Source: an optimization exercise on an open RTL-to-GDS flow (aim: small area, a short achievable clock period and few clock cycles). Production flows keep margins and buffers that such runs may drop. The RTL was checked by simulation tests, not by an equivalence proof against the original design. Power is estimated from default activity; no workload was simulated.

===== design/flow/design.v =====
package ais_pkg;
    localparam int CAPACITY = 64;
    localparam int DATA_W   = 32;
    typedef struct packed {
        logic insert;      
        logic shift_out;   
        logic close_set;   
        logic mark_ovf;    
        logic load;        
    } cell_ctrl_t;
endpackage
module ais_cell (
    input  logic                                aclk,
    input  logic                                aresetn,
    input  ais_pkg::cell_ctrl_t                 ctrl,
    input  logic signed [ais_pkg::DATA_W-1:0]   a_value,      
    input  logic signed [ais_pkg::DATA_W-1:0]   new_value,    
    input  logic                                new_cur,
    input  logic                                new_tag,
    input  logic                                new_lt_a,     
    input  logic signed [ais_pkg::DATA_W-1:0]   left_value,
    input  logic                                left_occ,
    input  logic                                left_cur,
    input  logic                                left_tag,
    input  logic                                left_ovf,
    input  logic                                left_lt,
    input  logic                                left_lt_a,
    input  logic signed [ais_pkg::DATA_W-1:0]   right_value,
    input  logic                                right_occ,
    input  logic                                right_cur,
    input  logic                                right_tag,
    input  logic                                right_ovf,
    input  logic                                right_lt,
    input  logic                                right_lt_a,
    output logic signed [ais_pkg::DATA_W-1:0]   value,
    output logic                                occ,
    output logic                                cur,
    output logic                                tag,
    output logic                                ovf,
    output logic                                lt,
    output logic                                lt_a
);
    logic signed [ais_pkg::DATA_W-1:0] value_reg, value_next;
    logic occ_reg, cur_reg, tag_reg, ovf_reg, ltb_reg;
    logic occ_next, cur_next, tag_next, ovf_next, ltb_next;
    logic take_left, take_new, take_right;
    assign lt   = !occ_reg || (cur_reg && ltb_reg);
    assign lt_a = a_value < value_reg;
    always_comb begin
        take_left  = 1'b0;
        take_new   = 1'b0;
        take_right = 1'b0;
        if (ctrl.shift_out) begin
            if (ctrl.insert && right_lt) begin
                take_new = !lt;
            end else begin
                take_right = 1'b1;
            end
        end else if (ctrl.insert && lt) begin
            take_left = left_lt;
            take_new  = !left_lt;
        end
    end
    always_comb begin
        value_next = value_reg;
        occ_next   = occ_reg;
        cur_next   = cur_reg;
        tag_next   = tag_reg;
        ovf_next   = ovf_reg;
        ltb_next   = lt_a;
        if (take_left) begin
            value_next = left_value;
            occ_next   = left_occ;
            cur_next   = left_cur;
            tag_next   = left_tag;
            ovf_next   = left_ovf;
            ltb_next   = left_lt_a;
        end else if (take_new) begin
            value_next = new_value;
            occ_next   = 1'b1;
            cur_next   = new_cur;
            tag_next   = new_tag;
            ovf_next   = 1'b0;
            ltb_next   = new_lt_a;
        end else if (take_right) begin
            value_next = right_value;
            occ_next   = right_occ;
            cur_next   = right_cur;
            tag_next   = right_tag;
            ovf_next   = right_ovf;
            ltb_next   = right_lt_a;
        end
    end
    always_ff @(posedge aclk) begin
        if (!aresetn) begin
            occ_reg <= 1'b0;
            cur_reg <= 1'b0;
        end else begin
            occ_reg <= occ_next;
            cur_reg <= cur_next && !ctrl.close_set;
        end
    end
    always_ff @(posedge aclk) begin
        value_reg <= value_next;
        tag_reg   <= tag_next;
        ovf_reg   <= ovf_next || (cur_next && ctrl.mark_ovf);
        if (ctrl.load) begin
            ltb_reg <= ltb_next;
        end
    end
    assign value = value_reg;
    assign occ   = occ_reg;
    assign cur   = cur_reg;
    assign tag   = tag_reg;
    assign ovf   = ovf_reg;
endmodule
module ascending_integer_sort (
    input  logic                               aclk,
    input  logic                               aresetn,
    input  logic                               s_valid,
    output logic                               s_ready,
    input  logic signed [ais_pkg::DATA_W-1:0]  s_value,
    input  logic                               s_last,
    output logic                               m_valid,
    input  logic                               m_ready,
    output logic signed [ais_pkg::DATA_W-1:0]  m_sorted_value,
    output logic                               m_end_of_run,
    output logic                               m_overflow
);
    localparam int N = ais_pkg::CAPACITY;
    localparam int W = ais_pkg::DATA_W;
    ais_pkg::cell_ctrl_t ctrl;
    logic       parity_reg;
    logic       in_fire, drain, full, dropping, b_take, b_blocked, load;
    logic          a_valid, a_last, b_valid, b_last;
    logic signed [W-1:0] a_value, b_value;
    logic          new_lt_a;
    logic          o_valid, o_end, o_ovf, k_valid, k_end, k_ovf;
    logic signed [W-1:0] o_value, k_value;
    logic          head_end;
    logic signed [W-1:0] value_w [0:N+1];
    logic occ_w  [0:N+1];
    logic cur_w  [0:N+1];
    logic tag_w  [0:N+1];
    logic ovf_w  [0:N+1];
    logic lt_w   [0:N+1];
    logic lta_w  [0:N+1];
    assign value_w[0]   = '0;
    assign occ_w[0]     = 1'b1;
    assign cur_w[0]     = 1'b0;
    assign tag_w[0]     = 1'b0;
    assign ovf_w[0]     = 1'b0;
    assign lt_w[0]      = 1'b0;
    assign lta_w[0]     = 1'b0;
    assign value_w[N+1] = '0;
    assign occ_w[N+1]   = 1'b0;
    assign cur_w[N+1]   = 1'b0;
    assign tag_w[N+1]   = 1'b0;
    assign ovf_w[N+1]   = 1'b0;
    assign lt_w[N+1]    = 1'b1;
    assign lta_w[N+1]   = 1'b1;
    assign new_lt_a = a_value < b_value;
    for (genvar i = 0; i < N; i++) begin : g_cell
        ais_cell u_cell (
            .aclk        (aclk),
            .aresetn     (aresetn),
            .ctrl        (ctrl),
            .a_value     (a_value),
            .new_value   (b_value),
            .new_cur     (!b_last),
            .new_tag     (parity_reg),
            .new_lt_a    (new_lt_a),
            .left_value  (value_w[i]),
            .left_occ    (occ_w[i]),
            .left_cur    (cur_w[i]),
            .left_tag    (tag_w[i]),
            .left_ovf    (ovf_w[i]),
            .left_lt     (lt_w[i]),
            .left_lt_a   (lta_w[i]),
            .right_value (value_w[i+2]),
            .right_occ   (occ_w[i+2]),
            .right_cur   (cur_w[i+2]),
            .right_tag   (tag_w[i+2]),
            .right_ovf   (ovf_w[i+2]),
            .right_lt    (lt_w[i+2]),
            .right_lt_a  (lta_w[i+2]),
            .value       (value_w[i+1]),
            .occ         (occ_w[i+1]),
            .cur         (cur_w[i+1]),
            .tag         (tag_w[i+1]),
            .ovf         (ovf_w[i+1]),
            .lt          (lt_w[i+1]),
            .lt_a        (lta_w[i+1])
        );
    end
    assign drain    = occ_w[1] && !cur_w[1] && !k_valid;
    assign dropping = cur_w[1] && occ_w[N];
    assign full     = occ_w[N];
    assign b_blocked = full && !dropping && !drain;
    assign b_take    = b_valid && !b_blocked;
    assign load      = a_valid && (!b_valid || b_take);
    assign s_ready = !a_valid || load;
    assign in_fire = s_valid && s_ready;
    assign ctrl.insert    = b_take && !dropping;
    assign ctrl.shift_out = drain;
    assign ctrl.close_set = b_take && b_last;
    assign ctrl.mark_ovf  = b_take && dropping;
    assign ctrl.load      = load;
    always_ff @(posedge aclk) begin
        if (!aresetn) begin
            a_valid    <= 1'b0;
            b_valid    <= 1'b0;
            parity_reg <= 1'b0;
        end else begin
            if (in_fire) begin
                a_valid <= 1'b1;
            end else if (load) begin
                a_valid <= 1'b0;
            end
            if (load) begin
                b_valid <= 1'b1;
            end else if (b_take) begin
                b_valid <= 1'b0;
            end
            if (b_take && b_last) begin
                parity_reg <= !parity_reg;
            end
        end
    end
    always_ff @(posedge aclk) begin
        if (in_fire) begin
            a_value <= s_value;
            a_last  <= s_last;
        end
        if (load) begin
            b_value <= a_value;
            b_last  <= a_last;
        end
    end
    assign head_end = !occ_w[2] || (tag_w[2] != tag_w[1]);
    always_ff @(posedge aclk) begin
        if (!aresetn) begin
            o_valid <= 1'b0;
            k_valid <= 1'b0;
        end else if (!o_valid || m_ready) begin
            o_valid <= k_valid || drain;
            k_valid <= 1'b0;
        end else if (drain) begin
            k_valid <= 1'b1;
        end
    end
    always_ff @(posedge aclk) begin
        if (!o_valid || m_ready) begin
            if (k_valid) begin
                o_value <= k_value;
                o_end   <= k_end;
                o_ovf   <= k_ovf;
            end else begin
                o_value <= value_w[1];
                o_end   <= head_end;
                o_ovf   <= ovf_w[1];
            end
        end
        if (drain) begin
            k_value <= value_w[1];
            k_end   <= head_end;
            k_ovf   <= ovf_w[1];
        end
    end
    assign m_valid        = o_valid;
    assign m_sorted_value = o_value;
    assign m_end_of_run   = o_end;
    assign m_overflow     = o_ovf;
endmodule

===== design/flow/run.sh =====
#!/bin/bash
# synth_recipe.tcl (not shown) runs the flow's synth.tcl, then flattens the netlist and writes it again
# the make line also repeats each setting of config.mk as NAME=value (left out here)
make -C /OpenROAD-flow-scripts/flow DESIGN_CONFIG=/design/flow/config.mk WORK_HOME=/design/flow/orfs CLKGATE_MAP_FILE= SYNTH_SCRIPT=/design/flow/synth_recipe.tcl finish

===== design/flow/config.mk =====
export PLATFORM = sky130hd
export DESIGN_NAME = ascending_integer_sort
export DESIGN_NICKNAME = ascending_integer_sort
export VERILOG_FILES = /design/flow/design.v
export SDC_FILE = /design/flow/constraint.sdc
export NUM_CORES = 4
export LEC_CHECK = 0
export CAP_MARGIN = 20
export CORE_MARGIN = 2
export CORE_UTILIZATION = 30
export PLACE_DENSITY = 0.45
export SLEW_MARGIN = 20

===== design/flow/constraint.sdc =====
create_clock -name core_clock -period 4.2 [get_ports {aclk}]
set_input_delay 0.8400 -clock core_clock [delete_from_list [all_inputs] [get_ports {aclk}]]
set_output_delay 0.8400 -clock core_clock [all_outputs]
set_load 0.01 [all_outputs]

==> flow_summary.toml <==
[global_route]
grt_pass1_vias = 141000
gr-usage-all-layers_pct = 25.2
globalRouteOverflowTotal = 0
grt_pass1_wl_um = 1060000
antenna_found_initial = 53
grt_max_degree = 78

[power_and_ir_drop]
leakage_nw = 83.3
power_density_nw_per_um2 = 394
vdd_drop_max_v = 0.000355

[final_layout]
syn2layout_area_growth_pct = 13.4
n_fill_cell = 58200
multi_input_area_um2 = 83000
largest_reg_flops = 2048
drive_gt1_share_pct = 7.64
fin_util_pct = 34.2
final_nets = 19700
register_area_um2 = 73300

[setup_path]
reg2reg_from = "a_value[1]$_DFFE_PP_"
crit_path_cell_trace = "or3b_4 > nand2_2 > nor2_4 > nand3_2 > clkdlybuf4s50_1"
reg2reg_slack_ns = 0.22
worstPathMaxFanout = 8
critPathTopFamily = "simple AND/OR/NAND/NOR gates"
max_stage_delay_ns = 0.60
path_class = "flip-flop to output port"
cp.required_ns = 3.36
path_buf_inv = 1
slowest_stage = "clkdlybuf4s50_1"
reg2reg_to = "g_cell[6].u_cell.ltb_reg$_DFFE_PP_"
cp-start-kind = "flip-flop"
end_kind = "output port"
arrival_ns = 3.17
reg2regPathDepth = 9

[synth]
netlist_instances = 17700
syn_area_per_cell_um2 = 9.62
synth.top_cells.by_area = "edfxtp_1 (41%), ha_1 (15%), inv_1 (5.7%)"
yosys.area.top_type_share_pct = 40.8
ys_ff_latch = 2507
synthArstFlopShare_pct = 0
synth_nets = 19700
synth_area_leader_cell = "edfxtp_1"
yosysUniqueCellTypes = 105
yosysMostFrequentCell = "inv_1"
syn_area_um2 = 170000
ys.flop_type = "edfxtp_1"
synth.yosys.seq_area_share_pct = 43.1
synth_edf_count = 2310
yosysWarnings = 16
synth_top_cells_by_count = "inv_1 (2604), nand2_1 (2395), edfxtp_1 (2310)"

[hold_path]
hp-start = "aresetn"
whs_path_depth = 2
hold_end = "o_valid$_SDFFE_PN0P_"
hp-class = "input port to flip-flop"

[die]
rows = 276
die_x_um = 757
coreArea_um2 = 565000
die_y_um = 757
io_pins = 73
start_util_pct = 30.1
die_area_um2 = 573000

[sta]
relSlewSlack_pct = 21.0
final.setup.tns_ns = 0
drv_slew = 0
timing.final.crit_share_pct = 95.5
tightest_slew_ns = 1.18
setup_violations = 0
hold_viol_final = 0
skew_ns = 0.0543
period_needed_ns = 4.01
max_freq_mhz = 249
rsz0062_at_grt = "no"

[status]
status = "finished clean"

[clock_tree]
postCtsSetupRepairBufs = 0
cts_sinks = 2507
cts-htree-levels = 5
cts_buffer_depth = 4
cts_made_buffers = 329
root_buffer = "clkbuf_16"
cts_tree = "done"
clk_latency_ns = 1.02
clkTransAtPathRegs_ns = 0.06

[placed_design]
place.gp.congestion = 0.911
portBuffers = 72
dp_hpwl_um = 538000

[flow_run]
maxCapViolCount = 0

[detailed_routing]
wl_um = 749000
drtAntennaViolNets = 0
wl_per_cell_um = 29.4
vias_per_cell = 5.74
drt_iter0_markers = 18600
vias = 146000
drt_pre_antenna_iters = 10
drcViolationCount = 0
==> worst max path at each step <==
stage / depth (start not counted) / end / startpoint
detailed placement: 10 / g_cell[13].u_cell.ltb_reg$_DFFE_PP_ / a_value[5]$_DFFE_PP_
CTS: 5 / s_ready / g_cell[0].u_cell.occ_reg$_SDFFE_PN0P_
global placement: 10 / g_cell[13].u_cell.ltb_reg$_DFFE_PP_ / a_value[5]$_DFFE_PP_
finish: 5 / s_ready / g_cell[0].u_cell.occ_reg$_SDFFE_PN0P_
floorplan: 9 / g_cell[7].u_cell.ltb_reg$_DFFE_PP_ / a_value[15]$_DFFE_PP_
global route: 5 / s_ready / g_cell[0].u_cell.occ_reg$_SDFFE_PN0P_
==> final cells by class <==
type / count / share of cell area (%)
Multi-Input combinational cell: 11500 / 43.0
Sequential cell: 2507 / 38.0
Inverter: 2637 / 5.13
Tap cell: 7506 / 4.87
Clock buffer: 438 / 4.64
Timing Repair Buffer: 685 / 3.50
Clock inverter: 156 / 0.825
Antenna cell: 31 / 0.0402
==> report_power, final <==
| part | switching (mW) | leakage [nW] | internal (mW) |
|---|---|---|---|
| clock | 12.5 | 5.12 | 16.3 |
| sequential | 2.15 | 23.2 | 30.2 |
| combinational | 9.60 | 55.0 | 5.26 |
==> through the flow <==
step	power, mW	cell area (um^2)	setup slack, ns	hold slack (ns)	std cells
2_1_floorplan	41.1	170000	0.291	0.400	17700
3_3_place_gp	47.3	182000	0.116	0.462	24800
3_5_place_dp	47.5	182000	0.285	0.449	24800
4_1_cts	76.3	193000	0.0179	0.146	25400
5_1_grt	79.0	193000	0.0484	0.188	25400
6_report	76.0	193000	0.187	0.240	25500
==> timing repair <==
item / CTS / global route
hold endpoints to repair: 0 / 0
gates resized for setup: 2 / 1
hold buffers: 0 / 0
endpoints found under the setup margin: 1 / 1
==> cells by family after synthesis <==
| family | synth area share, % |
|---|---|
| compound gates | 20.1 |
| xor+xnor | 0.0309 |
| fa+ha+maj | 14.8 |
| buf+inv | 8.48 |
| flops | 43.1 |
| mux | 1.12 |
| simple gates | 12.4 |
==> worst reg2reg max path, delay by kind of cell (launching register included) <==
family	cells	cell delay [ns]
AOI/OAI and AO/OA	4	1.65
adders and majority gates	1	0.74
buffers and inverters	1	0.19
DFF	1	0.42
and+or+nand+nor	3	0.81
==> layer usage <==
metal | vias to the layer above | GRT usage [%] | wire length (um)
met5 | - | 0 | 286
met4 | 12 | 9.47 | 30900
met3 | 1057 | 4.00 | 58200
met2 | 6289 | 39.3 | 330000
met1 | 73200 | 35.1 | 329000
li1 | 65600 | - | -
==> cells in the final DEF (no fill, tap or decap), types with 46 or more instances in the layout <==
cell / netlist / layout
inv_1: 2604 / 2604
nand2_1: 2395 / 2392
edfxtp_1: 2310 / 2310
ha_1: 2015 / 2015
a22oi_1: 897 / 897
a21oi_1: 776 / 767
o21ai_0: 666 / 664
nor2_1: 665 / 633
a221o_1: 573 / 573
nor3_1: 600 / 573
a222oi_1: 526 / 526
buf_4: 28 / 500
clkbuf_16: 0 / 333
nand4_1: 266 / 266
a21o_1: 260 / 260
nand3_1: 219 / 217
dfxtp_1: 197 / 194
mux2i_1: 148 / 148
buf_12: 0 / 114
a211oi_1: 111 / 111
nand2b_1: 97 / 96
clkbuf_1: 567 / 82
clkinv_1: 31 / 78
o211ai_1: 77 / 77
o21ai_1: 76 / 71
clkdlybuf4s50_1: 0 / 71
nor2b_1: 70 / 69
and2_1: 67 / 67
o22ai_1: 64 / 64
a2111oi_0: 61 / 60
nor2_2: 28 / 54
a221oi_1: 48 / 48
nor4_1: 48 / 48
clkinv_2: 0 / 46
Testbench counts, summed over its fixed seeds: cycles 31,029.

[what the ideal ports hide]
How much do the figures lean on ideal ports? The routed layout below was timed once more, with nothing changed but the port constraints. Step 1 (the two cells are an assumption about what drives the block):
set clk [get_ports {aclk}]
set_driving_cell -lib_cell sky130_fd_sc_hd__clkbuf_16 $clk
set_driving_cell -lib_cell sky130_fd_sc_hd__buf_2 [delete_from_list [all_inputs] $clk]
Step 2, shift: input delay + t, output delay - t, t = (earliest + latest rising clock arrival at the registers) / 2. This alone moves slack from input paths to output paths. Three values: ideal, step 1, step 2; two values: the first two.
shift t [ns]: 1.129
setup WS [ns]: 0.187 / 0.048 / 0.218
worst setup path at the end: register to register
worst data-port slew with drivers (ns): 0.10
After both steps this run still meets setup and hold. For this run, drivers alone change the setup slack by -0.139 ns; drivers and shift together by +0.031 ns.
